Context: an optimization exercise on an open-source flow, tuned for small area, a short achievable clock period and few clock cycles. The choices shown serve that exercise and are no tape-out recipe. In this exercise RTL edits were held to simulation tests only and were not proved equivalent to the original.

==> flow/design.v, too long to show whole: its modules and the start of the top module <==
// module ucdsh_mac1: 829 lines
// module ucdsh_mac2: 894 lines
// module userchoice_dual_scramble_hash_core: 212 lines
module userchoice_dual_scramble_hash_core (
  input  wire                              clk_i,
  input  wire                              rst_ni,
  input  wire                              in_valid_i,
  output logic                             in_stall_o,
  input  wire  [ucdsh_pkg::WordW-1:0]      in_data_i,
  input  wire                              in_last_i,
  output logic                             out_valid_o,
  input  wire                              out_stall_i,
  output logic [ucdsh_pkg::WordW-1:0]      out_hash_first_o,
  output logic [ucdsh_pkg::WordW-1:0]      out_hash_second_o,
  output logic                             out_hash_valid_o,
  input  wire                              cfg_we_i,
  input  wire  [ucdsh_pkg::CfgIdxW-1:0]    cfg_idx_i,
  input  wire  [ucdsh_pkg::WordW-1:0]      cfg_wdata_i
);
  // ...
==> flow/flow/run.sh <==
#!/bin/bash
set -euo pipefail
bash standard.sh SETUP_SLACK_MARGIN=7 finish > flow.log 2>&1
==> flow/standard.sh <==
#!/bin/bash
# synth_recipe.tcl (not shown) runs the flow's synth.tcl, then flattens the netlist and writes it again
# the make line also repeats each setting of config.mk as NAME=value (left out here)
make -C /OpenROAD-flow-scripts/flow DESIGN_CONFIG=/design/flow/config.mk WORK_HOME=/design/flow/orfs CLKGATE_MAP_FILE= SYNTH_SCRIPT=/design/flow/synth_recipe.tcl "${@:-finish}"
==> flow/config.mk <==
export PLATFORM = sky130hd
export DESIGN_NAME = userchoice_dual_scramble_hash_core
export DESIGN_NICKNAME = userchoice_dual_scramble_hash_core
export VERILOG_FILES = /design/flow/design.v
export SDC_FILE = /design/flow/constraint.sdc
export NUM_CORES = 4
export LEC_CHECK = 0
export ABC_AREA = 1
export CAP_MARGIN = 20
export CORE_MARGIN = 2
export CORE_UTILIZATION = 40
export SETUP_SLACK_MARGIN = 5
export SLEW_MARGIN = 20
==> flow/constraint.sdc <==
create_clock -name core_clock -period 14.0 [get_ports {clk_i}]
set_input_delay 2.8000 -clock core_clock [delete_from_list [all_inputs] [get_ports {clk_i}]]
set_output_delay 2.8000 -clock core_clock [all_outputs]
set_load 0.01 [all_outputs]
==> metrics.cfg, run 1 <==
[finish]
seq_cells = 281
fill_cells = 10300
largestClassByArea = multi-input gates
utilization_pct = 49.1

[route]
dr_wl_met2_um = 82900
drtIter0Drc = 4986
wirelength_um = 191000

[synth]
synth_xor_xnor_area_share_pct = 14.3
syn_inst = 5495
synth_area_um2 = 42500
ys_seq_area_share_pct = 17.2
muxShareOfSynthArea_pct = 0.121

[grt]
gr-usage-met1_pct = 44.2
antenna_found_initial = 5
grt_overflow_total = 0
met3_usage_pct = 7.30
grt_pass1_vias = 39800
grtUsageTotal_pct = 33.9

[critical_path]
timing.rr.start = pos_q$_DFFE_PN0P_
crit_family = buffers and inverters
max_stage_delay_ns = 0.56
crit_arrival_ns = 4.25
path_depth = 17
reg2reg_depth = 28
r2r_slack_ns = 6.97

[timing]
finClkSkew_ns = 0.0454
setup_viol = 0
fin_setup_tns_ns = 0

[placement]
dp.cells = 6837
gp_congestion = 1.00

[worst_hold_path]
min_to = sub_q$_DFF_PN0_

[status]
status = timing/DRC/antenna clean

[floorplanning]
row_count = 119
die_w_um = 330

Testbench counts, summed over its fixed seeds: cycles 14,117.
==> inputs of run 2 (changes only) <==
==> flow/flow/run.sh (replaced) <==
#!/bin/bash
set -euo pipefail
bash standard.sh SYNTH_ARGS=-noabc SETUP_SLACK_MARGIN=8 finish > flow.log 2>&1
==> run 2 against run 1 <==
Net effect: sequential share of layout area decreased by 1.2 points; count of clock-buffer cells in the layout fell by 13; flip-flop and latch count did not move; still clean; global-route usage is 3.8 points higher.
==> metrics.cfg, run 2 <==
[timing]
hold_viol_final = 0
setup_viol = 0  ; unchanged
fmax_mhz = 140
worst_slew_margin_rel_pct = 16.4
maxSlewViolCount = 0
finalCritPeriodShare_pct = 51.0
grt_setup_unrepaired = true
whs_ns = 0.352
tightest_slew_ns = 1.25
layout_setup_ws_ns = 6.86
period_minus_slack_ns = 7.14
fin_setup_tns_ns = 0  ; unchanged
finClkSkew_ns = 0.0516  ; +0.00625 ns

[critical_path]
r2r-end = hb_q[31]$_DFFE_PP_
reg2reg_depth = 31  ; +11%
critPathLaunchType = register
startpoint = pos_q$_DFFE_PN0P_
crit_top_cell = nand2_1
crit_path_end = hb_q[31]$_DFFE_PP_
timing.rr.start = pos_q$_DFFE_PN0P_
critical_path_peak_fanout = 8
worstSetupPathType = reg2reg
crit_arrival_ns = 7.45  ; +3.20 ns
r2r_slack_ns = 6.86  ; -0.11 ns
max_stage_delay_ns = 0.60  ; +0.04 ns
slowest_stage = fa_1
cp.required_ns = 14.31
endpoint_kind = register

[finish]
utilization_pct = 55.6  ; +6.5 points
fill_cells = 9006  ; -12%
drive_gt1_share_pct = 30.6
final_cell_mix = 937 x nand2_1, 510 x xor2_1, 425 x buf_4
final_common_cell = nand2_1
nNetsFinal = 6344
syn_to_final_growth_pct = 37.6

[synth]
syn_nets = 5830
async_flop_share_pct = 27.8
synth_xor_xnor_area_share_pct = 14.3  ; about the same
synth_top_family_by_area = adder cells
syn_avg_cell_area_um2 = 8.11
synth.most_common_cell = nand2_1
yosys-top-cells-count = 1108 x nand2_1, 579 x xor2_1, 484 x fa_1
synth_ff_type = edfxtp_1
synth_edf_count = 130
synthAdderAreaFrac_pct = 29.4
synth_simple_gate_area_share_pct = 16.7
synth_area_leader_cell = fa_1
yosys_warnings = 1
synth_compound_area_share_pct = 14.9
syn_inst = 5082  ; -7.5%
synth_top_area_share_pct = 23.5
yosysUniqueCellTypes = 59
ys_seq_elements = 281
ys_seq_area_share_pct = 17.8  ; +0.54 points
synth_area_um2 = 41200  ; -3.1%
muxShareOfSynthArea_pct = 0  ; -0.12 points
synth_area_leaders = fa_1 24%, xor2_1 12%, nand2_1 10%

[grt]
grt_max_degree = 79
antenna_found_initial = 10  ; +5
grt_pass1_vias = 41100  ; +3.3%
grt_overflow_total = 0  ; unchanged
grt_pass1_wl_um = 290000
grtUsageTotal_pct = 37.7  ; +3.8 points

[placement]
preCtsSetupSlack_ns = 5.16
post-dp-hpwl_um = 145000
io_buffers = 136
gp_congestion = 1.07  ; +6.2%

[route]
drtAntennaViolNets = 0
first_pass_iters = 10
vias = 43000
viasPerCell = 6.14
drc = 0
wirelength_um = 210000  ; +9.7%
drtIter0Drc = 5533  ; +11%
wire_per_inst_um = 30.0

[clocking]
clock_latency_ns = 0.62
path_clk_slew_ns = 0.06
cts.path.max_buffers = 3
root_buffer = clkbuf_16
cts.sinks = 281
numCtsBuffers = 37
cts_max_level = 2
cts_tree = done

[floorplanning]
initial_utilization_pct = 40.4
die_w_um = 325  ; -1.5%
row_count = 117  ; -1.7%
core_um2 = 102000
io_pins = 138
dieArea_um2 = 106000
die_h_um = 325

[worst_hold_path]
hold_path.class = reg2reg
hold_start = fold_q$_DFF_PN0_

[status]
status = timing/DRC/antenna clean

[flow_run]
drv_cap = 0

-- run 2: cell type report --
cell class	count	area, um^2	share of cell area, %
timing repair buffer	707	6870	12.1
antenna	5	12.5	0.0221
inverter	482	2150	3.79
tap	1368	1710	3.02
timing repair inverter	19	196	0.346
sequential	281	7340	12.9
multi-input combinational	4068	37200	65.6
clock buffer	45	966	1.70
clock inverter	20	244	0.430
-- run 2: worst min-delay path by stage --
stage	end	cells after the start
global route	sub_q$_DFF_PN0_	0
floorplan	sub_q$_DFF_PN0_	0
global placement	sub_q$_DFF_PN0_	0
detailed placement	sub_q$_DFF_PN0_	0
finish	sub_q$_DFF_PN0_	0
CTS	sub_q$_DFF_PN0_	0
-- run 2: routing by layer --
metal | vias to the layer above | GRT usage [%] | part of all wire (%)
met3 | 842 | 13.2 | 13
met4 | 12 | 26.5 | 9.6
li1 | 17900 | - | -
met1 | 21100 | 47.2 | 36
met5 | - | 0 | 0.029
met2 | 3121 | 54.2 | 41
-- run 2: per-stage QoR --
| stage | cell area [um^2] | cells |
|---|---|---|
| floorplan | 41500 | 5082 |
| global placement | 44100 | 6410 |
| CTS | 52500 | 6828 |
| global route | 56700 | 6990 |
| finish | 56700 | 6995 |
| detailed placement | 44100 | 6410 |
-- run 2: timing repair --
action                     in CTS  in global routing
setup endpoints to repair     111                 90
gates resized for setup      1012                632
setup buffers                 316                159
gates cloned                   37                  3
pin swaps                     247                367
hold buffers                    0                  0
-- run 2: critical path, delay by kind of cell (launching register included) --
| kind | cells | cell delay [ns] |
|---|---|---|
| adders and majority gates | 7 | 3.21 |
| and+or+nand+nor | 16 | 2.16 |
| buffers and inverters | 6 | 0.69 |
| DFF | 1 | 0.47 |
| xor gates and xnor gates | 1 | 0.18 |
| AOI/OAI and AO/OA | 1 | 0.10 |
-- run 2: kinds of logic (layout without fill, tap and decap cells) --
logic type	count (synthesis)	in the layout
xor+xnor	672	672
other cells	0	5
compound gates	1031	1032
simple gates	1685	1687
buf+inv	736	1273
fa+ha+maj	677	677
flops	281	281
==> inputs of run 3 (changes only) <==
==> flow/flow/run.sh (replaced) <==
#!/bin/bash
set -euo pipefail
bash standard.sh SETUP_SLACK_MARGIN=6 finish > flow.log 2>&1
==> run 3 against run 2 <==
Net effect: critical path depth fell by 2; routed wire length fell by 14%; non-clock buffer count fell by 450; die area rose by 3.1%; cell count fell by 0.61%; register-to-register slack got worse by 0.77 ns; maximum frequency fell by 9.7%; area after synthesis rose by 3.2%; sequential share of layout area rose by 2.6 points.
==> metrics.cfg, run 3 <==
[clocking]
cts_tree = done
cts.path.max_buffers = 3  ; unchanged
numCtsBuffers = 38  ; +2.7%
clock_latency_ns = 0.61  ; about the same
cts.sinks = 281  ; unchanged
root_buffer = clkbuf_16
path_clk_slew_ns = 0.08  ; +0.02 ns
postCtsHoldBufs = 0  ; unchanged
cts_max_level = 2  ; unchanged

[critical_path]
crit_top_cell = nand2_1
critPathLaunchType = register
endpoint_kind = register
timing.rr.start = pos_q$_DFFE_PN0P_
slowest_stage = inv_1
startpoint = pos_q$_DFFE_PN0P_
crit_arrival_ns = 8.25  ; +0.80 ns
critical_path_peak_fanout = 39  ; +31
worstSetupPathType = reg2reg
cp.required_ns = 14.34  ; +0.03 ns
max_stage_delay_ns = 0.61  ; about the same

[timing]
finalCritPeriodShare_pct = 56.5  ; +5.5 points
layout_setup_ws_ns = 6.09  ; -0.769 ns
maxSlewViolCount = 0  ; unchanged
worst_slew_margin_rel_pct = 22.9  ; +6.4 points
fin_setup_tns_ns = 0  ; unchanged
setup_viol = 0  ; unchanged
hold_viol_final = 0  ; unchanged
finClkSkew_ns = 0.0466  ; -0.00497 ns
tightest_slew_ns = 1.15  ; -0.0964 ns
period_minus_slack_ns = 7.91  ; +0.769 ns
fmax_mhz = 126  ; -9.7%
grt_setup_unrepaired = true

[grt]
antenna_found_initial = 3  ; -7
grt_max_degree = 67  ; -15%
grt_pass1_vias = 38600  ; -6.0%
grt_overflow_total = 0  ; unchanged
grtUsageTotal_pct = 32.7  ; -5.1 points
grt_pass1_wl_um = 261000  ; -10%

[floorplanning]
io_pins = 138  ; unchanged
row_count = 119  ; +1.7%
dieArea_um2 = 109000  ; +3.1%
core_um2 = 105000  ; +3.3%
die_w_um = 330  ; +1.6%
initial_utilization_pct = 40.3  ; -0.058 points
die_h_um = 330  ; +1.6%

[synth]
syn_nets = 6217  ; +6.6%
synth_area_leader_cell = fa_1
async_flop_share_pct = 27.8  ; unchanged
synth.most_common_cell = nand2_1
yosysUniqueCellTypes = 66  ; +12%
synthAdderAreaFrac_pct = 27.4  ; -1.9 points
synth_edf_count = 130  ; unchanged
synth_top_family_by_area = adder cells
syn_inst = 5495  ; +8.1%
synth_xor_xnor_area_share_pct = 14.3  ; about the same
synth_top_area_share_pct = 22.0  ; -1.5 points
synth_ff_type = edfxtp_1
ys_seq_elements = 281  ; unchanged
yosys-top-cells-count = 1079 x nand2_1, 832 x inv_1, 511 x xor2_1
synth_area_leaders = fa_1 22%, xor2_1 11%, nand2_1 9.5%
synth_area_um2 = 42500  ; +3.2%
synth_compound_area_share_pct = 14.4  ; -0.43 points
yosys_warnings = 1  ; unchanged
syn_avg_cell_area_um2 = 7.74  ; -4.6%
synth_simple_gate_area_share_pct = 16.0  ; -0.73 points
muxShareOfSynthArea_pct = 0.121  ; +0.12 points
ys_seq_area_share_pct = 17.2  ; -0.54 points

[route]
drtAntennaViolNets = 0  ; unchanged
vias = 40000  ; -7.0%
drtIter0Drc = 4591  ; -17%
wire_per_inst_um = 26.1  ; -13%
viasPerCell = 5.75  ; -6.5%
drc = 0  ; unchanged
wirelength_um = 181000  ; -14%
first_pass_iters = 24  ; +14

[placement]
preCtsSetupSlack_ns = 5.19  ; +0.0280 ns
post-dp-hpwl_um = 142000  ; -2.4%
dp.cells = 6837  ; +6.7%
io_buffers = 136  ; unchanged
gp_congestion = 1.00  ; -5.9%

[worst_hold_path]
hold_path.class = reg2reg
hold_start = fold_q$_DFF_PN0_

[status]
status = timing/DRC/antenna clean

[finish]
final_cell_mix = 1067 x nand2_1, 819 x inv_1, 508 x xor2_1
finalNonFillerCells = 6952  ; -0.61%
syn_to_final_growth_pct = 10.8
nNetsFinal = 6251  ; -1.5%
drive_gt1_share_pct = 6.06  ; -25 points
final_common_cell = nand2_1

[flow_run]
drv_cap = 0  ; unchanged

## run 3: cell count changes after synthesis, sizes merged, moves of 9 or more
cell    before   now
and3         1    18
buf         91   100
clkbuf     163   172
fa         484   468
ha         193   183
inv        459   856
nand2     1124  1085
nand3      191   182
nor2       291   300
o21a        20    10
o21ai      246   288
xnor2       93   178
xor2       579   513
## run 3: cell families (layout without fill, tap and decap cells)
logic type,count (synthesis),in the layout
AOI/OAI and AO/OA,1050,1050
xor gates and xnor gates,691,691
adders and majority gates,651,651
buffers and inverters,1152,1216
DFF,281,281
muxes,5,5
other,0,2
and+or+nand+nor,1665,1665
## run 3: layout make-up
class / count / area (um^2)
Fill cell: 10700 / 58300
Sequential cell: 281 / 7320
Timing Repair Buffer: 257 / 2320
Antenna cell: 2 / 5.00
Inverter: 880 / 3400
Clock buffer: 58 / 1120
Clock inverter: 12 / 113
Tap cell: 1391 / 1740
Multi-Input combinational cell: 4062 / 31000
Timing Repair inverter: 9 / 50.0
## run 3: through the flow
step,instance area (um^2),util (%),hold slack (ns)
floorplan,42500,-,0.331
global placement,45200,42.9,0.334
detailed placement,45200,42.9,0.337
CTS,46600,44.2,0.332
global route,47100,44.7,0.337
finish,47100,44.7,0.329
## run 3: worst max-delay path, delay by kind of cell, from the launching register on
| family | cells | cell delay, ns |
|---|---|---|
| adder cells (fa/ha/maj) | 6 | 2.81 |
| AND/OR/NAND/NOR | 10 | 1.45 |
| AO/OA/AOI/OAI | 6 | 1.42 |
| buffers and inverters | 6 | 1.21 |
| flip-flops | 1 | 0.51 |
| XOR/XNOR | 1 | 0.20 |
## run 3: layer usage
| metal | up-vias | global-route usage (%) | share of wire (%) |
|---|---|---|---|
| met4 | 4 | 17.5 | 6.6 |
| met5 | - | 0.0870 | 0.025 |
| met2 | 2375 | 50.4 | 44 |
| li1 | 17800 | - | - |
| met1 | 19300 | 43.2 | 40 |
| met3 | 461 | 6.46 | 9.7 |
## run 3: timing repair
item	4_1_cts	5_1_grt
gates resized for setup	51	67
pin swaps	1	3
setup endpoints to repair	44	25
cloned	1	8
buffers inserted	0	33
## run 3: path summary, 6_finish.rpt
| check | endpoint | slack (ns) | cells past startpoint |
|---|---|---|---|
| worst max register to register | ha_q[31]$_DFFE_PP_ | 6.09 | 29 |
| min in group asynchronous | seed_o_q[16]$_DFFE_PN0P_ | 2.11 | 1 |
| worst max-delay path | ha_q[31]$_DFFE_PP_ | 6.09 | 29 |
| worst min register to register | sub_q$_DFF_PN0_ | 0.33 | 0 |
| worst min-delay path | sub_q$_DFF_PN0_ | 0.33 | 0 |
| max in group asynchronous | t_q[4]$_DFF_PN0_ | 10.79 | 2 |
==> module userchoice_dual_scramble_hash_core, before the edit <==
module userchoice_dual_scramble_hash_core (
  input  wire                              clk_i,
  input  wire                              rst_ni,
  input  wire                              in_valid_i,
  output logic                             in_stall_o,
  input  wire  [ucdsh_pkg::WordW-1:0]      in_data_i,
  input  wire                              in_last_i,
  output logic                             out_valid_o,
  input  wire                              out_stall_i,
  output logic [ucdsh_pkg::WordW-1:0]      out_hash_first_o,
  output logic [ucdsh_pkg::WordW-1:0]      out_hash_second_o,
  output logic                             out_hash_valid_o,
  input  wire                              cfg_we_i,
  input  wire  [ucdsh_pkg::CfgIdxW-1:0]    cfg_idx_i,
  input  wire  [ucdsh_pkg::WordW-1:0]      cfg_wdata_i
);
  localparam int unsigned W = ucdsh_pkg::WordW;
  function automatic logic [W-1:0] swap(logic [W-1:0] v);
    swap = {v[15:0], v[31:16]};
  endfunction
  function automatic logic [47:0] booth(logic [W-1:0] b);
    logic [32:0] bx;
    bx = {b, 1'b0};
    for (int i = 0; i < 16; i++) begin
      booth[i]      = bx[2*i+1] ^ bx[2*i];
      booth[16 + i] = (bx[2*i+2] & ~bx[2*i+1] & ~bx[2*i]) |
                      (~bx[2*i+2] & bx[2*i+1] & bx[2*i]);
      booth[32 + i] = bx[2*i+2];
    end
  endfunction
  logic [W-1:0] seed_e_q, seed_o_q;
  logic [0:0]   q_v;
  logic [W-1:0] q_w0;
  logic         q_l0, q_n0;
  logic         par_q, partial_q;
  logic         idle_q, pos_q;
  logic [4:0]   t_q;
  logic         mlast_q, acc_q, fold_q, sub_q, emit_q;
  logic [W-1:0] ha_q, hb_q, pb_q, tot_a_q, tot_b_q;
  logic         sa_w_q, sa_h_q, sa_s_q;
  logic         sb_w_q, sb_q_q, sb_h_q, sb_r_q, sb_s_q, sc_p_q, sc_h_q;
  logic         ohv_q;
  logic out_free, zero_msg, fresh;
  logic adv4, end9, fold, pop, run;
  logic idle_d, pos_d;
  logic [4:0] t_d;
  assign out_free  = !emit_q || !out_stall_i;
  assign zero_msg  = idle_q && out_free && q_v[0] && q_l0;
  assign fresh     = idle_q && out_free && q_v[0] && !q_l0;
  assign adv4 = t_q[4] && (pos_q ? (mlast_q || q_v[0]) : q_v[0]);
  assign end9 = t_q[4] && pos_q && (mlast_q || (q_v[0] && q_l0));
  assign fold = t_q[4] && q_v[0] && (!pos_q || (!mlast_q && !q_l0));
  assign pop  = zero_msg || t_q[1] || (end9 && !mlast_q);
  assign run  = fresh || (!idle_q && (!t_q[4] || adv4));
  always_comb begin
    idle_d = idle_q;
    pos_d  = pos_q;
    t_d    = t_q;
    if (fresh) begin
      idle_d = 1'b0;
      pos_d  = 1'b0;
      t_d    = 5'b00010;
    end else if (t_q[4]) begin
      if (end9) begin
        idle_d = 1'b1;
        pos_d  = 1'b0;
        t_d    = '0;
      end else if (q_v[0]) begin
        pos_d  = !pos_q;
        t_d    = 5'b00001;
      end
    end else if (!idle_q) begin
      t_d = t_q << 1;
    end
  end
  localparam logic [47:0] KA00 = booth(ucdsh_pkg::ScrA0_0), KA01 = booth(ucdsh_pkg::ScrA0_1),
                          KA02 = booth(ucdsh_pkg::ScrA0_2), KA03 = booth(ucdsh_pkg::ScrA0_3),
                          KA10 = booth(ucdsh_pkg::ScrA1_0), KA11 = booth(ucdsh_pkg::ScrA1_1),
                          KA12 = booth(ucdsh_pkg::ScrA1_2), KA13 = booth(ucdsh_pkg::ScrA1_3);
  localparam logic [47:0] KB00 = booth(ucdsh_pkg::ScrB0_0), KB01 = booth(ucdsh_pkg::ScrB0_1),
                          KB02 = booth(ucdsh_pkg::ScrB0_2), KB03 = booth(ucdsh_pkg::ScrB0_3),
                          KB10 = booth(ucdsh_pkg::ScrB1_0), KB11 = booth(ucdsh_pkg::ScrB1_1),
                          KB12 = booth(ucdsh_pkg::ScrB1_2), KB13 = booth(ucdsh_pkg::ScrB1_3);
  logic [47:0] k_seed, ka, kb;
  logic [4:0]  tp0, tp1;
  assign k_seed = booth((pos_q ? seed_o_q : seed_e_q) | 32'd1);
  assign tp0    = t_q & {5{!pos_q}};
  assign tp1    = t_q & {5{pos_q}};
  assign ka = ({48{idle_q | t_q[0]}} & k_seed) |
              ({48{tp0[1]}} & KA00) | ({48{tp0[2]}} & KA01) |
              ({48{tp0[3]}} & KA02) | ({48{tp0[4]}} & KA03) |
              ({48{tp1[1]}} & KA10) | ({48{tp1[2]}} & KA11) |
              ({48{tp1[3]}} & KA12) | ({48{tp1[4]}} & KA13);
  assign kb = ({48{t_q[1]}} & k_seed) |
              ({48{idle_q | tp0[0]}} & KB00) | ({48{tp0[2]}} & KB01) |
              ({48{tp0[3]}} & KB02) | ({48{tp0[4]}} & KB03) |
              ({48{tp1[0]}} & KB10) | ({48{tp1[2]}} & KB11) |
              ({48{tp1[3]}} & KB12) | ({48{tp1[4]}} & KB13);
  logic [W-1:0] fold_w;
  logic [W-1:0] a_op, a_y;
  logic [W-1:0] b_op, b_add, b_y;
  assign fold_w = fold ? q_w0 : '0;
  assign a_op  = ({W{sa_w_q}} & q_w0) | ({W{sa_h_q}} & ha_q) |
                 ({W{sa_s_q}} & swap(ha_q));
  assign b_op  = ({W{sb_w_q}} & swap(q_w0)) | ({W{sb_q_q}} & q_w0) | ({W{sb_h_q}} & hb_q) |
                 ({W{sb_r_q}} & {16'd0, hb_q[31:16]}) | ({W{sb_s_q}} & swap(hb_q));
  assign b_add = ({W{sc_p_q}} & pb_q) | ({W{sc_h_q}} & hb_q);
  ucdsh_mac1 u_mac_a (
    .a_i   (a_op),
    .one_i (ka[15:0]),
    .two_i (ka[31:16]),
    .neg_i (ka[47:32]),
    .c0_i  (fold_w),
    .y_o   (a_y)
  );
  ucdsh_mac2 u_mac_b (
    .a_i   (b_op),
    .one_i (kb[15:0]),
    .two_i (kb[31:16]),
    .neg_i (kb[47:32]),
    .c0_i  (b_add),
    .c1_i  (fold_w),
    .y_o   (b_y)
  );
  logic [W-1:0] tot_a_eff, tot_b_eff, ta_op, tb_op;
  logic [W:0]   ta_sum, tb_sum;
  assign ta_op     = ({W{acc_q}} & ha_q) | ({W{sub_q}} & ~q_w0);
  assign tb_op     = ({W{acc_q}} & hb_q) | ({W{sub_q}} & ~q_w0);
  assign ta_sum    = {tot_a_q, 1'b1} + {ta_op, sub_q};
  assign tb_sum    = {tot_b_q, 1'b1} + {tb_op, sub_q};
  assign tot_a_eff = ta_sum[W:1];
  assign tot_b_eff = tb_sum[W:1];
  logic seed_busy, take, new_ns, qfree;
  assign seed_busy  = (!idle_q && (!pos_q || t_q[0] || t_q[1])) ||
                      (q_v[0] && q_n0);
  assign qfree      = !q_v[0] || t_q[1] || (end9 && !mlast_q);
  assign in_stall_o = !qfree || (!partial_q && seed_busy);
  assign take       = in_valid_i && !in_stall_o;
  assign new_ns     = par_q || !in_last_i;
  always_ff @(posedge clk_i or negedge rst_ni) begin
    if (!rst_ni) begin
      seed_e_q  <= 32'd1;
      seed_o_q  <= 32'd1;
      q_v       <= '0;
      par_q     <= 1'b0;
      partial_q <= 1'b0;
      idle_q    <= 1'b1;
      pos_q     <= 1'b0;
      t_q       <= '0;
      mlast_q   <= 1'b0;
      acc_q     <= 1'b0;
      fold_q    <= 1'b0;
      sub_q     <= 1'b0;
      emit_q    <= 1'b0;
      ohv_q     <= 1'b0;
    end else begin
      if (cfg_we_i && cfg_idx_i == 1'b0) seed_e_q <= cfg_wdata_i;
      if (cfg_we_i && cfg_idx_i == 1'b1) seed_o_q <= cfg_wdata_i;
      if (take)     q_v[0] <= 1'b1;
      else if (pop) q_v[0] <= 1'b0;
      if (take) begin
        par_q     <= in_last_i ? 1'b0 : !par_q;
        partial_q <= !in_last_i;
      end
      idle_q <= idle_d;
      pos_q  <= pos_d;
      t_q    <= t_d;
      if (fresh) mlast_q <= 1'b0;
      else if (t_q[4] && !pos_q && q_v[0]) mlast_q <= q_l0;
      acc_q  <= adv4;
      fold_q <= fold;
      sub_q  <= fold_q;
      if (end9 || zero_msg) begin
        emit_q <= 1'b1;
        ohv_q  <= end9;
      end else if (!out_stall_i) begin
        emit_q <= 1'b0;
      end
    end
  end
  always_ff @(posedge clk_i) begin
    if (take) begin
      q_w0 <= in_data_i; q_l0 <= in_last_i; q_n0 <= new_ns;
    end
    sa_w_q <= idle_d;
    sa_h_q <= !idle_d && t_d[0];
    sa_s_q <= |t_d[4:1];
    sb_w_q <= idle_d;
    sb_q_q <= fresh;
    sb_h_q <= (t_d[1] && !fresh) || t_d[3];
    sb_r_q <= t_d[2];
    sb_s_q <= !idle_d && (t_d[0] || t_d[4]);
    sc_p_q <= t_d[1] || t_d[3];
    sc_h_q <= t_d[4];
    if (run) ha_q <= a_y;
    if (run) begin
      if (fresh || t_q[0] || t_q[2]) pb_q <= b_y;
      else                           hb_q <= b_y;
    end
    if (fresh) begin
      tot_a_q <= '0;
      tot_b_q <= '0;
    end else begin
      tot_a_q <= tot_a_eff;
      tot_b_q <= tot_b_eff;
    end
  end
  assign out_valid_o       = emit_q;
  assign out_hash_first_o  = (ha_q ^ hb_q) & {W{ohv_q}};
  assign out_hash_second_o = (tot_a_eff ^ tot_b_eff) & {W{ohv_q}};
  assign out_hash_valid_o  = ohv_q;
endmodule
==> inputs of run 4 (changes only) <==
--- a/flow/design.v
+++ b/flow/design.v
@@ -1823,17 +1823,21 @@
                           KB12 = booth(ucdsh_pkg::ScrB1_2), KB13 = booth(ucdsh_pkg::ScrB1_3);
-  logic [47:0] k_seed, ka, kb;
-  logic [4:0]  tp0, tp1;
-  assign k_seed = booth((pos_q ? seed_o_q : seed_e_q) | 32'd1);
-  assign tp0    = t_q & {5{!pos_q}};
-  assign tp1    = t_q & {5{pos_q}};
-  assign ka = ({48{idle_q | t_q[0]}} & k_seed) |
-              ({48{tp0[1]}} & KA00) | ({48{tp0[2]}} & KA01) |
-              ({48{tp0[3]}} & KA02) | ({48{tp0[4]}} & KA03) |
-              ({48{tp1[1]}} & KA10) | ({48{tp1[2]}} & KA11) |
-              ({48{tp1[3]}} & KA12) | ({48{tp1[4]}} & KA13);
-  assign kb = ({48{t_q[1]}} & k_seed) |
-              ({48{idle_q | tp0[0]}} & KB00) | ({48{tp0[2]}} & KB01) |
-              ({48{tp0[3]}} & KB02) | ({48{tp0[4]}} & KB03) |
-              ({48{tp1[0]}} & KB10) | ({48{tp1[2]}} & KB11) |
-              ({48{tp1[3]}} & KB12) | ({48{tp1[4]}} & KB13);
+  logic [9:0]  ksa_q, ksb_q, ksa_d, ksb_d;
+  logic [4:0]  tn0, tn1;
+  logic [47:0] k_se, k_so, ka, kb;
+  assign tn0   = t_d & {5{!pos_d}};
+  assign tn1   = t_d & {5{pos_d}};
+  assign ksa_d = {tn1[4:1], tn0[4:1], tn1[0], idle_d | tn0[0]};
+  assign ksb_d = {tn1[4:2], tn1[0], tn0[4:2], idle_d | tn0[0], tn1[1], tn0[1]};
+  assign k_se  = booth(seed_e_q | 32'd1);
+  assign k_so  = booth(seed_o_q | 32'd1);
+  assign ka = ({48{ksa_q[0]}} & k_se) | ({48{ksa_q[1]}} & k_so) |
+              ({48{ksa_q[2]}} & KA00) | ({48{ksa_q[3]}} & KA01) |
+              ({48{ksa_q[4]}} & KA02) | ({48{ksa_q[5]}} & KA03) |
+              ({48{ksa_q[6]}} & KA10) | ({48{ksa_q[7]}} & KA11) |
+              ({48{ksa_q[8]}} & KA12) | ({48{ksa_q[9]}} & KA13);
+  assign kb = ({48{ksb_q[0]}} & k_se) | ({48{ksb_q[1]}} & k_so) |
+              ({48{ksb_q[2]}} & KB00) | ({48{ksb_q[3]}} & KB01) |
+              ({48{ksb_q[4]}} & KB02) | ({48{ksb_q[5]}} & KB03) |
+              ({48{ksb_q[6]}} & KB10) | ({48{ksb_q[7]}} & KB11) |
+              ({48{ksb_q[8]}} & KB12) | ({48{ksb_q[9]}} & KB13);
   logic [W-1:0] fold_w;
@@ -1924,2 +1928,4 @@
     end
+    ksa_q  <= ksa_d;
+    ksb_q  <= ksb_d;
     sa_w_q <= idle_d;
==> flow/flow/run.sh (replaced) <==
#!/bin/bash
set -euo pipefail
bash standard.sh SETUP_SLACK_MARGIN=7 finish > flow.log 2>&1
==> run 4 against run 3 <==
Net effect: final area is 7.2% higher; routed wire length is 8.5% higher; critical path type is now reg2out; cell count is 4.3% higher; utilization is 2.6 points higher; non-clock buffer count is 176 higher; via count is 6.5% higher; still clean; register-to-register slack better by 1.1 ns.
==> metrics.cfg, run 4 <==
[worst_hold_path]
hold_start = fold_q$_DFF_PN0_
hold_path.class = reg2reg

[timing]
hold_viol_final = 0  ; unchanged
worst_slew_margin_rel_pct = 22.2  ; -0.68 points
period_minus_slack_ns = 7.07  ; -0.842 ns
tightest_slew_ns = 1.16  ; +0.0101 ns
grt_setup_unrepaired = true
setup_viol = 0  ; unchanged
maxSlewViolCount = 0  ; unchanged
fin_setup_tns_ns = 0  ; unchanged
fmax_mhz = 141  ; +12%
whs_ns = 0.346  ; +0.0178 ns
finalCritPeriodShare_pct = 50.5  ; -6.0 points
finClkSkew_ns = 0.0308  ; -0.0159 ns

[critical_path]
worstSetupPathType = reg2out
critical_path_peak_fanout = 30  ; -23%
timing.rr.start = ksb_q[5]$_DFF_P_
critPathLaunchType = register
cp.required_ns = 11.20  ; -3.14 ns
r2r_slack_ns = 7.16  ; +1.07 ns
crit_path_end = out_hash_second_o[26]
r2r-end = pb_q[31]$_DFFE_PP_
startpoint = sub_q$_DFF_PN0_
crit_arrival_ns = 4.27  ; -3.98 ns
endpoint_kind = primary output
reg2reg_depth = 29  ; unchanged

[floorplanning]
initial_utilization_pct = 40.2  ; -0.12 points
row_count = 120  ; +0.84%
io_pins = 138  ; unchanged
dieArea_um2 = 110000  ; +0.96%
core_um2 = 107000  ; +1.3%
die_h_um = 332  ; +0.48%
die_w_um = 332  ; +0.48%

[finish]
nNetsFinal = 6543  ; +4.7%
final_common_cell = nand2_1
finalNonFillerCells = 7252  ; +4.3%
seq_area_um2 = 7560  ; +3.3%
syn_to_final_growth_pct = 17.7
fill_cells = 10500  ; -1.7%
utilization_pct = 47.3  ; +2.6 points
diodes = 0  ; -2
multi_input_area_um2 = 32100  ; +3.3%
final_cell_mix = 1070 x nand2_1, 785 x inv_1, 532 x xor2_1
drive_gt1_share_pct = 11.8  ; +5.7 points

[synth]
async_flop_share_pct = 26.8  ; -0.95 points
ys_seq_elements = 291  ; +3.6%
ys_seq_area_share_pct = 17.5  ; +0.30 points
synth_area_um2 = 42900  ; +0.97%
synth.most_common_cell = nand2_1
yosysUniqueCellTypes = 62  ; -6.1%
yosys_warnings = 1  ; unchanged
synth_ff_type = edfxtp_1
synth_edf_count = 130  ; unchanged
synth_top_area_share_pct = 21.8  ; -0.21 points
yosys-top-cells-count = 1086 x nand2_1, 828 x inv_1, 537 x xor2_1
syn_avg_cell_area_um2 = 7.69  ; -0.60%
syn_nets = 6304  ; +1.4%
synth_area_leaders = fa_1 22%, xor2_1 11%, nand2_1 9.5%
synth_area_leader_cell = fa_1
syn_inst = 5582  ; +1.6%

[grt]
grt_max_degree = 79  ; +18%
antenna_found_initial = 3  ; unchanged
met2_usage_pct = 50.5  ; +0.10 points
grt_pass1_vias = 40000  ; +3.6%
gr-usage-met1_pct = 45.3  ; +2.1 points
grtUsageTotal_pct = 34.0  ; +1.3 points
grt_pass1_wl_um = 275000  ; +5.6%
met3_usage_pct = 9.72  ; +3.3 points
grt.busiest_layer = met2
grt_overflow_total = 0  ; unchanged

[clocking]
cts.sinks = 291  ; +3.6%
cts.path.max_buffers = 3  ; unchanged
cts_tree = done
cts_max_level = 2  ; unchanged
root_buffer = clkbuf_16
clock_latency_ns = 0.61  ; about the same
numCtsBuffers = 37  ; -2.6%
path_clk_slew_ns = 0.06  ; -0.02 ns
postCtsHoldBufs = 0  ; unchanged

[placement]
gp_congestion = 1.02  ; +1.5%
post-dp-hpwl_um = 146000  ; +2.8%
dp.cells = 6948  ; +1.6%
io_buffers = 136  ; unchanged

[flow_run]
drv_cap = 0  ; unchanged

[route]
wire_per_inst_um = 27.1  ; +4.0%
drtAntennaViolNets = 0  ; unchanged
wirelength_um = 197000  ; +8.5%
drtIter0Drc = 5484  ; +19%
drc = 0  ; unchanged
first_pass_iters = 6  ; -75%
vias = 42500  ; +6.5%
viasPerCell = 5.87  ; +2.1%

[status]
status = timing/DRC/antenna clean

==> run 4: worst min-delay path by stage <==
stage / to / slack (ns) / depth (start not counted)
after floorplan: sub_q$_DFF_PN0_ / 0.33 / 0
after global placement: sub_q$_DFF_PN0_ / 0.33 / 0
after detailed placement: sub_q$_DFF_PN0_ / 0.34 / 0
after CTS: sub_q$_DFF_PN0_ / 0.35 / 0
after global routing: sub_q$_DFF_PN0_ / 0.36 / 0
final: sub_q$_DFF_PN0_ / 0.35 / 0
==> run 4: critical path, stage by stage (launching register included) <==
cell	delay (ns)
dfrtp_2	0.50
clkinv_4	0.12
bufbuf_16	0.35
o21ai_1	0.13
ha_1	0.39
nand2_1	0.11
nor2_1	0.21
a21oi_4	0.09
o21bai_2	0.21
a21oi_2	0.11
o21ai_2	0.24
nand2_1	0.17
nand3_1	0.12
nand2_1	0.07
nand2_1	0.06
nand2_1	0.06
nor2_2	0.15
clkdlybuf4s50_1	0.56
==> run 4: area by class of cell <==
type,count,area share [%]
multi-input combinational,4168,63.5
inverter,878,7.06
sequential,291,15.0
clock buffer,57,2.19
tap,1403,3.47
timing repair inverter,12,0.139
clock inverter,10,0.228
timing repair buffer,433,8.43
==> run 4: what timing repair did <==
item / 4_1_cts / 5_1_grt
setup buffers: 84 / 123
cloned: 13 / 16
pin swaps: 29 / 43
endpoints found under the hold margin: 0 / 0
setup endpoints to repair: 77 / 50
resized for setup: 200 / 225
==> run 4: metrics by stage <==
step | instance area, um^2 | setup WS (ns)
after floorplan | 42900 | 7.59
after global placement | 45700 | 5.70
after detailed placement | 45700 | 5.69
after CTS | 48400 | 6.84
after global routing | 50500 | 6.75
final | 50500 | 6.93
==> run 4: layer usage <==
layer	wire, um	vias to the layer above
met1	77100	20500
met2	81900	2747
met5	94	-
li1	-	18700
met4	12600	4
met3	25100	572
==> run 4: kinds of logic after synthesis <==
group           Yosys count  synth area share, %
xor+xnor                637                 13.0
flops                   291                 17.5
compound gates         1108                 15.0
mux                       3               0.0758
fa+ha+maj               651                 27.1
buf+inv                1124                 10.0
simple gates           1768                 17.3
Testbench counts of run 4, summed over its fixed seeds: cycles 14,117.
==> inputs of run 5 (changes only) <==
--- a/flow/design.v
+++ b/flow/design.v
@@ -1945,3 +1945,3 @@
     end
-    if (fresh) begin
+    if (fresh || zero_msg) begin
       tot_a_q <= '0;
@@ -1955,3 +1955,3 @@
   assign out_hash_first_o  = (ha_q ^ hb_q) & {W{ohv_q}};
-  assign out_hash_second_o = (tot_a_eff ^ tot_b_eff) & {W{ohv_q}};
+  assign out_hash_second_o = tot_a_eff ^ tot_b_eff;
   assign out_hash_valid_o  = ohv_q;
==> run 5 against run 4 <==
Net effect: still clean; hold slack gained 0.0074 ns; cell count is essentially flat; largest cell class unchanged; critical path depth grew 7; critical endpoint is now hb_q[31]$_DFFE_PP_; count of clock-buffer cells in the layout shrank 9; register-to-register slack lost 0.13 ns; global-route usage grew 0.60 points.
==> metrics.cfg, run 5 <==
[status]
status = timing/DRC/antenna clean

[route]
drc = 0  ; unchanged
wire_per_inst_um = 27.1  ; about the same
vias = 42600  ; +0.14%
drtAntennaViolNets = 0  ; unchanged
first_pass_iters = 7  ; +1
drtIter0Drc = 5428  ; -1.0%
viasPerCell = 5.88  ; +0.22%
wirelength_um = 197000  ; -0.16%

[critical_path]
crit_family = adder cells
worstSetupPathType = reg2reg
endpoint_kind = register
crit_top_cell = fa_1
slowest_stage = fa_2
cp_cell_sequence = buf_4, nor2_2, nand3_1, nor2_4, buf_8, inv_4, xor2_1, fa_1, inv_1, fa_1, fa_1, fa_1, fa_1, fa_2, inv_1, ha_4, a21oi_2, o21bai_1, a221oi_2, o21a_1, and2_4, inv_1, nand3_1, nand2_1
crit_buf_inv = 6  ; +3
path_depth = 24  ; +7
reg2reg_depth = 24  ; -17%
critical_path_peak_fanout = 19  ; -37%
startpoint = ksa_q[9]$_DFF_P_
cp.required_ns = 14.32  ; +3.12 ns
max_stage_delay_ns = 0.65  ; +0.09 ns
r2r_slack_ns = 7.03  ; -0.13 ns
timing.rr.start = ksa_q[9]$_DFF_P_
critPathLaunchType = register
crit_arrival_ns = 7.29  ; +3.02 ns

[timing]
grt_setup_unrepaired = true
fmax_mhz = 144  ; +1.5%
maxSlewViolCount = 0  ; unchanged
tightest_slew_ns = 1.14  ; -0.0225 ns
finalCritPeriodShare_pct = 49.8  ; -0.74 points
fin_setup_tns_ns = 0  ; unchanged
hold_viol_final = 0  ; unchanged
period_minus_slack_ns = 6.97  ; -0.104 ns
finClkSkew_ns = 0.0411  ; +0.0103 ns
worst_slew_margin_rel_pct = 23.7  ; +1.5 points
setup_viol = 0  ; unchanged

[clocking]
cts.path.max_buffers = 3  ; unchanged
cts.sinks = 291  ; unchanged
cts_max_level = 2  ; unchanged
numCtsBuffers = 38  ; +2.7%
path_clk_slew_ns = 0.05  ; about the same
cts_tree = done
postCtsHoldBufs = 0  ; unchanged
root_buffer = clkbuf_16
clock_latency_ns = 0.62  ; about the same

[synth]
ys_seq_area_share_pct = 17.6  ; +0.054 points
yosysUniqueCellTypes = 53  ; -15%
syn_inst = 5564  ; -0.32%
synth_ff_type = edfxtp_1
syn_nets = 6286  ; -0.29%
syn_avg_cell_area_um2 = 7.69  ; about the same
synth_area_leader_cell = fa_1
synth_edf_count = 130  ; unchanged
synth_area_um2 = 42800  ; -0.31%
yosys-top-cells-count = 1101 x nand2_1, 802 x inv_1, 591 x xor2_1
async_flop_share_pct = 26.8  ; unchanged
synth_area_leaders = fa_1 22%, xor2_1 12%, nand2_1 9.7%
yosys_warnings = 1  ; unchanged
synth.most_common_cell = nand2_1
ys_seq_elements = 291  ; unchanged
synth_top_area_share_pct = 21.9  ; +0.068 points

[worst_hold_path]
hold_path.class = reg2reg
min_path_cells = 0  ; unchanged
hold_start = fold_q$_DFF_PN0_

[placement]
post-dp-hpwl_um = 144000  ; -1.1%
io_buffers = 136  ; unchanged
dp.cells = 6929  ; -0.27%
placed_area_um2 = 45500  ; -0.40%
gp_congestion = 1.01  ; -0.78%

[floorplanning]
dieArea_um2 = 110000  ; -0.30%
row_count = 120  ; unchanged
die_w_um = 331  ; -0.15%
core_um2 = 107000  ; -0.14%
io_pins = 138  ; unchanged
die_h_um = 331  ; -0.15%
initial_utilization_pct = 40.2  ; -0.068 points

[finish]
fill_cells = 10700  ; +1.7%
nNetsFinal = 6538  ; -0.076%
finalNonFillerCells = 7246  ; -0.083%
utilization_pct = 47.2  ; -0.091 points
drive_gt1_share_pct = 11.6  ; -0.16 points
final_area_um2 = 50400  ; -0.33%
multi_input_area_um2 = 32000  ; -0.34%
final_cell_mix = 1090 x nand2_1, 756 x inv_1, 576 x xor2_1
final_common_cell = nand2_1
syn_to_final_growth_pct = 17.6  ; about the same
seq_area_um2 = 7560  ; about the same

[grt]
grt_pass1_vias = 40100  ; +0.25%
grt_overflow_total = 0  ; unchanged
grt_max_degree = 65  ; -18%
antenna_found_initial = 5  ; +2
grt_pass1_wl_um = 275000  ; -0.19%
grtUsageTotal_pct = 34.6  ; +0.60 points

[flow_run]
drv_cap = 0  ; unchanged

-- run 5: cell count changes in the layout (fill, tap and decap cells not counted), moves of 9 or more --
| cell | previous run | this run |
|---|---|---|
| a21oi_1 | 200 | 184 |
| nand3b_1 | 4 | 13 |
| inv_1 | 785 | 756 |
| o21ai_0 | 291 | 266 |
| nand2_1 | 1070 | 1090 |
| nand4_1 | 34 | 44 |
| xnor2_1 | 95 | 65 |
| xor2_2 | 5 | 15 |
| nand2_2 | 18 | 9 |
| buf_4 | 241 | 264 |
| clkinvlp_4 | 38 | 56 |
| nor2_1 | 225 | 246 |
| xor2_1 | 532 | 576 |
-- run 5: layer usage --
layer  vias up  track usage (%)  part of all wire (%)
met5         -                0                 0.026
met3       592             10.0                    13
met4         8             17.4                   6.4
li1      18600                -                     -
met1     20700             45.6                    39
met2      2726             51.6                    42
-- run 5: per-stage QoR --
step | setup slack (ns) | hold slack, ns
3_3_place_gp | 5.66 | 0.336
5_1_grt | 6.87 | 0.366
4_1_cts | 6.97 | 0.355
6_report | 7.03 | 0.354
3_5_place_dp | 5.68 | 0.343
2_1_floorplan | 7.71 | 0.331
-- run 5: logic make-up (layout without fill, tap and decap cells) --
| family | after synthesis | count (layout) | share of synthesized area (%) |
|---|---|---|---|
| compound gates | 1042 | 1042 | 14.1 |
| other cells | 0 | 1 | 0 |
| xor+xnor | 666 | 666 | 13.6 |
| fa+ha+maj | 651 | 651 | 27.2 |
| simple gates | 1811 | 1811 | 17.6 |
| flops | 291 | 291 | 17.6 |
| buf+inv | 1100 | 1378 | 9.81 |
| mux | 3 | 3 | 0.0789 |
-- run 5: layout make-up --
type | count | area share, %
multi-input cells | 4173 | 63.5
inverters | 855 | 6.92
clock buffers | 48 | 2.04
diodes | 1 | 0.00497
flip-flops and latches | 291 | 15.0
repair inverters | 15 | 0.194
clock inverters | 18 | 0.462
repair buffers | 442 | 8.37
well taps | 1403 | 3.49
-- run 5: repair_timing --
action | in CTS | in global routing
cloned | 15 | 11
endpoints found under the hold margin | 0 | 0
resized for setup | 220 | 172
setup endpoints to repair | 67 | 47
pin swaps | 21 | 31
buffers inserted | 119 | 104
-- run 5: path summary, 6_finish.rpt --
path                                             to
setup / recovery                 hb_q[31]$_DFFE_PP_
hold / removal                      sub_q$_DFF_PN0_
setup reg to reg                 hb_q[31]$_DFFE_PP_
hold reg to reg                     sub_q$_DFF_PN0_
max in group asynchronous           acc_q$_DFF_PN0_
min in group asynchronous  seed_e_q[26]$_DFFE_PN0P_
-- run 5: worst register-to-register path: cells and delay by family (launching register included) --
kind | cells | cell delay [ns]
buffers and inverters | 6 | 0.89
and+or+nand+nor | 6 | 1.01
AOI/OAI and AO/OA | 4 | 0.76
xor gates and xnor gates | 1 | 0.22
adders and majority gates | 7 | 3.45
DFF | 1 | 0.37
Testbench counts of run 5, summed over its fixed seeds: cycles 14,117.
==> inputs of run 6 (changes only) <==
--- a/flow/config.mk
+++ b/flow/config.mk
@@ -11,2 +11,3 @@
 export CORE_UTILIZATION = 40
+export GPL_ROUTABILITY_DRIVEN = 0
 export SETUP_SLACK_MARGIN = 5
==> run 6 against run 5 <==
Net effect: synthesized cell count did not move; still clean on timing, DRC and antenna; sequential share of layout area rose by 0.061 points; flip-flop and latch count did not move; utilization fell by 0.28 points; maximum frequency fell by 1.4%; area after synthesis did not move; first-iteration DRC count rose by 17%.
==> metrics.cfg, run 6 <==
[status]
status = timing/DRC/antenna clean

[worst_hold_path]
min_path_cells = 0  ; unchanged
hold_path.class = reg2reg
min_to = sub_q$_DFF_PN0_
hold_start = fold_q$_DFF_PN0_

[critical_path]
r2r-end = hb_q[29]$_DFFE_PP_
reg2reg_depth = 22  ; -8.3%
timing.rr.start = hb_q[19]$_DFFE_PP_
worstSetupPathType = reg2out
r2r_slack_ns = 7.10  ; +0.07 ns
endpoint_kind = primary output
critical_path_peak_fanout = 16  ; -3
crit_family = compound AO/OA/AOI/OAI gates
crit_arrival_ns = 4.26  ; -3.03 ns
cp_cell_sequence = clkinv_4, buf_16, o21ai_0, ha_1, a21o_1, a31oi_1, o221ai_1, a21oi_1, xor2_2, xor2_1, clkdlybuf4s50_1
max_stage_delay_ns = 0.62  ; -0.03 ns
cp.required_ns = 11.20  ; -3.12 ns
crit_buf_inv = 3  ; -3
slowest_stage = clkdlybuf4s50_1
critPathLaunchType = register

[timing]
setup_viol = 0  ; unchanged
finClkSkew_ns = 0.0331  ; -0.00802 ns
hold_viol_final = 0  ; unchanged
fmax_mhz = 142  ; -1.4%
worst_slew_margin_rel_pct = 22.4  ; -1.3 points
fin_setup_tns_ns = 0  ; unchanged
maxSlewViolCount = 0  ; unchanged
period_minus_slack_ns = 7.06  ; +0.0974 ns
finalCritPeriodShare_pct = 50.5  ; +0.70 points
tightest_slew_ns = 1.16  ; +0.0233 ns
grt_setup_unrepaired = true

[route]
wire_per_inst_um = 26.0  ; -4.0%
vias = 43000  ; +0.98%
viasPerCell = 5.96  ; +1.3%
drtIter0Drc = 6365  ; +17%
drc = 0  ; unchanged
drtAntennaViolNets = 0  ; unchanged
wirelength_um = 188000  ; -4.4%
first_pass_iters = 11  ; +4

[finish]
final_cell_mix = 1093 x nand2_1, 760 x inv_1, 579 x xor2_1
final_area_um2 = 50100  ; -0.59%
final_common_cell = nand2_1
drive_gt1_share_pct = 10.9  ; -0.72 points
syn_to_final_growth_pct = 16.9
fill_cells = 10500  ; -2.3%
nNetsFinal = 6510  ; -0.43%
utilization_pct = 47.0  ; -0.28 points

[synth]
syn_inst = 5564  ; unchanged
synth_area_um2 = 42800  ; unchanged
async_flop_share_pct = 26.8  ; unchanged
synth_area_leader_cell = fa_1
synth.most_common_cell = nand2_1
syn_avg_cell_area_um2 = 7.69  ; unchanged
synth_top_area_share_pct = 21.9  ; unchanged
yosys_warnings = 1  ; unchanged
synth_edf_count = 130  ; unchanged
synth_area_leaders = fa_1 22%, xor2_1 12%, nand2_1 9.7%
syn_nets = 6286  ; unchanged
ys_seq_elements = 291  ; unchanged
synth_ff_type = edfxtp_1
ys_seq_area_share_pct = 17.6  ; unchanged
yosysUniqueCellTypes = 53  ; unchanged
yosys-top-cells-count = 1101 x nand2_1, 802 x inv_1, 591 x xor2_1

[grt]
met2_usage_pct = 47.6  ; -4.0 points
grt_pass1_vias = 39800  ; -0.74%
grt_max_degree = 65  ; unchanged
antenna_found_initial = 5  ; unchanged
gr-usage-met1_pct = 43.3  ; -2.2 points
grt_overflow_total = 0  ; unchanged
grtUsageTotal_pct = 32.6  ; -2.0 points
met3_usage_pct = 9.25  ; -0.79 points
grt_pass1_wl_um = 263000  ; -4.5%
grt.busiest_layer = met2

[placement]
placed_area_um2 = 45500  ; about the same
io_buffers = 136  ; unchanged
post-dp-hpwl_um = 138000  ; -4.4%

[floorplanning]
die_w_um = 331  ; unchanged
core_um2 = 107000  ; unchanged
initial_utilization_pct = 40.2  ; unchanged
die_h_um = 331  ; unchanged
io_pins = 138  ; unchanged
dieArea_um2 = 110000  ; unchanged
row_count = 120  ; unchanged

[clocking]
cts_max_level = 2  ; unchanged
root_buffer = clkbuf_16
numCtsBuffers = 36  ; -5.3%
cts_tree = done
cts.sinks = 291  ; unchanged
path_clk_slew_ns = 0.06  ; about the same
cts.path.max_buffers = 3  ; unchanged
clock_latency_ns = 0.60  ; -0.02 ns

[flow_run]
drv_cap = 0  ; unchanged

==> run 6: metal layers <==
layer  routed length [um]  part of all wire (%)
met5                    9                0.0048
met4                13600                   7.2
met3                26400                    14
met2                77400                    41
met1                70600                    38
==> run 6: area by class of cell <==
class | count | area [um^2] | share of cell area [%]
diodes | 4 | 10.0 | 0.0200
clock buffers | 40 | 937 | 1.87
clock inverters | 23 | 223 | 0.445
inverters | 855 | 3500 | 6.98
multi-input cells | 4174 | 31900 | 63.7
flip-flops and latches | 291 | 7550 | 15.1
well taps | 1403 | 1760 | 3.51
repair buffers | 414 | 4070 | 8.14
repair inverters | 16 | 108 | 0.215
==> run 6: worst max-delay path by stage <==
stage	slack (ns)	to	start	cells after the start
2_1_floorplan	7.71	hb_q[31]$_DFFE_PP_	sb_s_q$_DFF_P_	26
5_1_grt	6.84	out_hash_second_o[30]	sub_q$_DFF_PN0_	11
3_5_place_dp	5.65	hb_q[31]$_DFFE_PP_	sb_s_q$_DFF_P_	23
4_1_cts	6.91	out_hash_second_o[27]	sub_q$_DFF_PN0_	13
6_report	6.94	out_hash_second_o[30]	sub_q$_DFF_PN0_	11
3_3_place_gp	5.71	hb_q[31]$_DFFE_PP_	sb_s_q$_DFF_P_	23
==> run 6: kinds of logic after synthesis <==
kind of cell    Yosys count  share of synthesized area, %
mux                       3                        0.0789
flops                   291                          17.6
compound gates         1042                          14.1
fa+ha+maj               651                          27.2
xor+xnor                666                          13.6
simple gates           1811                          17.6
buf+inv                1100                          9.81
==> run 6: repair_timing <==
action                                  CTS  global route
cloned                                   14            14
endpoints found under the setup margin   68            47
setup buffers                            77           118
hold buffers                              0             0
pin swaps                                13            35
gates resized for setup                 177           183
==> run 6: stage by stage <==
step / instances / worst slack [ns] / hold WS, ns
4_1_cts: 7082 / 6.91 / 0.355
5_1_grt: 7216 / 6.84 / 0.372
3_3_place_gp: 6928 / 5.71 / 0.336
6_report: 7220 / 6.94 / 0.354
3_5_place_dp: 6928 / 5.65 / 0.342
2_1_floorplan: 5564 / 7.71 / 0.331
==> inputs of run 7 (changes only) <==
--- a/flow/config.mk
+++ b/flow/config.mk
@@ -10,4 +10,3 @@
 export CORE_MARGIN = 2
-export CORE_UTILIZATION = 40
-export GPL_ROUTABILITY_DRIVEN = 0
+export CORE_UTILIZATION = 50
 export SETUP_SLACK_MARGIN = 5
==> run 7 against run 6 <==
Net effect: non-clock buffer count fell by 42; count of clock-buffer cells in the layout rose by 10; critical endpoint is now hb_q[31]$_DFFE_PP_; first-iteration DRC count fell by 15%; final area fell by 1.5%; setup slack improved by 0.0038 ns; hold slack got worse by 0.0058 ns; area after synthesis did not move; cell count fell by 4.2%.
==> metrics.cfg, run 7 <==
[status]
status = timing/DRC/antenna clean

[clocking]
cts_max_level = 2  ; unchanged
cts.path.max_buffers = 3  ; unchanged
root_buffer = clkbuf_16
cts_tree = done
numCtsBuffers = 37  ; +2.8%
path_clk_slew_ns = 0.06  ; about the same
cts.sinks = 291  ; unchanged
clock_latency_ns = 0.61  ; about the same
postCtsHoldBufs = 0  ; unchanged

[timing]
fin_setup_tns_ns = 0  ; unchanged
maxSlewViolCount = 0  ; unchanged
grt_setup_unrepaired = true
hold_viol_final = 0  ; unchanged
tightest_slew_ns = 1.18  ; +0.0201 ns
finalCritPeriodShare_pct = 50.4  ; about the same
fmax_mhz = 142  ; about the same
setup_viol = 0  ; unchanged
whs_ns = 0.348  ; -0.00577 ns
finClkSkew_ns = 0.0617  ; +0.0287 ns
period_minus_slack_ns = 7.06  ; -0.00379 ns
worst_slew_margin_rel_pct = 20.8  ; -1.6 points

[synth]
yosysUniqueCellTypes = 53  ; unchanged
synth_ff_type = edfxtp_1
ys_seq_area_share_pct = 17.6  ; unchanged
synth_area_leader_cell = fa_1
syn_avg_cell_area_um2 = 7.69  ; unchanged
synth_area_um2 = 42800  ; unchanged
yosys_warnings = 1  ; unchanged
synth_top_area_share_pct = 21.9  ; unchanged
async_flop_share_pct = 26.8  ; unchanged
synth_area_leaders = fa_1 22%, xor2_1 12%, nand2_1 9.7%
yosys-top-cells-count = 1101 x nand2_1, 802 x inv_1, 591 x xor2_1
synth_edf_count = 130  ; unchanged
ys_seq_elements = 291  ; unchanged
syn_inst = 5564  ; unchanged
syn_nets = 6286  ; unchanged
synth.most_common_cell = nand2_1

[critical_path]
critPathLaunchType = register
r2r_slack_ns = 6.94  ; -0.16 ns
cp_cell_sequence = nand2_1, nand4_1, clkinvlp_4, o22ai_1, xor2_1, fa_1, inv_1, fa_1, inv_1, fa_1, fa_1, fa_1, fa_1, inv_1, ha_1, a21oi_1, o21ai_0, a221oi_1, o21a_1, and2_2, inv_1, nand3_1, nand2_1
crit_top_cell = fa_1
crit_buf_inv = 5  ; +2
max_stage_delay_ns = 0.60  ; -0.02 ns
crit_family = adder cells
cp.required_ns = 14.28  ; +3.08 ns
endpoint_kind = register
slowest_stage = edfxtp_1
crit_arrival_ns = 7.34  ; +3.08 ns
worstSetupPathType = reg2reg
critical_path_peak_fanout = 10  ; -6

[placement]
gp_congestion = 1.04
io_buffers = 136  ; unchanged
post-dp-hpwl_um = 141000  ; +2.1%

[floorplanning]
die_w_um = 297  ; -10%
io_pins = 138  ; unchanged
die_h_um = 297  ; -10%
initial_utilization_pct = 50.4  ; +10 points
row_count = 107  ; -11%
core_um2 = 85000  ; -20%
dieArea_um2 = 88000  ; -20%

[finish]
drive_gt1_share_pct = 10.3  ; -0.64 points
syn_to_final_growth_pct = 15.2
final_cell_mix = 1089 x nand2_1, 759 x inv_1, 581 x xor2_1
final_common_cell = nand2_1
diodes = 0  ; -4
nNetsFinal = 6467  ; -0.66%
utilization_pct = 58.0  ; +11 points

[route]
first_pass_iters = 9  ; -2
wire_per_inst_um = 27.2  ; +4.4%
vias = 41900  ; -2.7%
drc = 0  ; unchanged
wirelength_um = 188000  ; about the same
viasPerCell = 6.05  ; +1.6%
drtAntennaViolNets = 0  ; unchanged
drtIter0Drc = 5440  ; -15%

[grt]
antenna_found_initial = 4  ; -1
grt_overflow_total = 0  ; unchanged
grtUsageTotal_pct = 42.0  ; +9.3 points
grt_pass1_wl_um = 266000  ; +1.4%
grt_max_degree = 65  ; unchanged
grt_pass1_vias = 39400  ; -1.1%

[flow_run]
drv_cap = 0  ; unchanged

[worst_hold_path]
hold_path.class = reg2reg

==> run 7: timing repair <==
| item | in CTS | in global routing |
|---|---|---|
| gates resized for setup | 205 | 158 |
| setup endpoints to repair | 72 | 45 |
| cloned | 15 | 7 |
| setup buffers | 100 | 50 |
| pin swaps | 17 | 25 |
| hold endpoints to repair | 0 | 0 |
==> run 7: stage by stage <==
| stage | setup slack, ns | instance area [um^2] | std cells |
|---|---|---|---|
| floorplan | 7.71 | 42800 | 5564 |
| global placement | 5.65 | 45300 | 6675 |
| detailed placement | 5.56 | 45300 | 6676 |
| CTS | 6.96 | 48100 | 6859 |
| global route | 6.75 | 49300 | 6918 |
| finish | 6.94 | 49300 | 6918 |
==> run 7: metal layers <==
layer / vias to the layer above / global-route usage, % / share of wire, %
met4: 4 / 24.8 / 7.6
met5: - / 0 / 0.014
li1: 18400 / - / -
met2: 2631 / 62.3 / 42
met3: 608 / 9.67 / 12
met1: 20200 / 55.9 / 39
==> run 7: layout make-up <==
cell class	instances	area (um^2)
multi-input cells	4173	31900
well taps	1144	1430
flip-flops and latches	291	7540
inverters	855	3530
clock inverters	18	265
repair inverters	15	103
clock buffers	50	1020
fillers	8112	35700
repair buffers	372	3570
==> run 7: final timing paths <==
kind / start / end / cells past startpoint
worst max-delay path: q_w0[20]$_DFFE_PP_ / hb_q[31]$_DFFE_PP_ / 23
worst min-delay path: fold_q$_DFF_PN0_ / sub_q$_DFF_PN0_ / 0
worst max register to register: q_w0[20]$_DFFE_PP_ / hb_q[31]$_DFFE_PP_ / 23
worst min register to register: fold_q$_DFF_PN0_ / sub_q$_DFF_PN0_ / 0
max in group asynchronous: rst_ni / seed_o_q[3]$_DFFE_PN0P_ / 2
min in group asynchronous: rst_ni / emit_q$_DFFE_PN0P_ / 1
==> run 7: kinds of logic after synthesis <==
family,share of synthesized area (%)
simple gates,17.6
buf+inv,9.81
mux,0.0789
flops,17.6
compound gates,14.1
xor+xnor,13.6
fa+ha+maj,27.2

afterwards: timing with drivers on the ports:
No port has a modelled driver above. Below, the same layouts with a new extraction and two added sets of constraints. Step 1 assumes that a clkbuf_16 drives the clock port and a buf_2 every other input. Step 2 adds t to the input delays and takes it off the output delays; t is the mean of the earliest and latest rising clock arrival at the registers after step 1. Input paths then give back, and output paths get back, about the clock's delay inside the block. a / b / c = ideal / step 1 / step 2; a / b = the first two.
run | t, ns | setup WS [ns] | worst setup path at the end | worst slew at a driven data input, ns
run 1 | 0.658 | 6.951 / 6.880 / 6.967 | register to register | 0.10
run 2 | 0.670 | 6.856 / 6.856 / 6.856 | register to register | 0.06
run 3 | 0.653 | 6.087 / 6.087 / 6.087 | register to register | 0.10
run 4 | 0.678 | 6.929 / 6.849 / 7.156 | register to register | 0.06
run 5 | 0.665 | 7.033 / 7.022 / 7.033 | register to register | 0.05
run 6 | 0.657 | 6.935 / 6.863 / 7.102 | register to register | 0.06
run 7 | 0.647 | 6.939 / 6.939 / 6.939 | register to register | 0.08
After both steps every run listed still meets setup and hold.
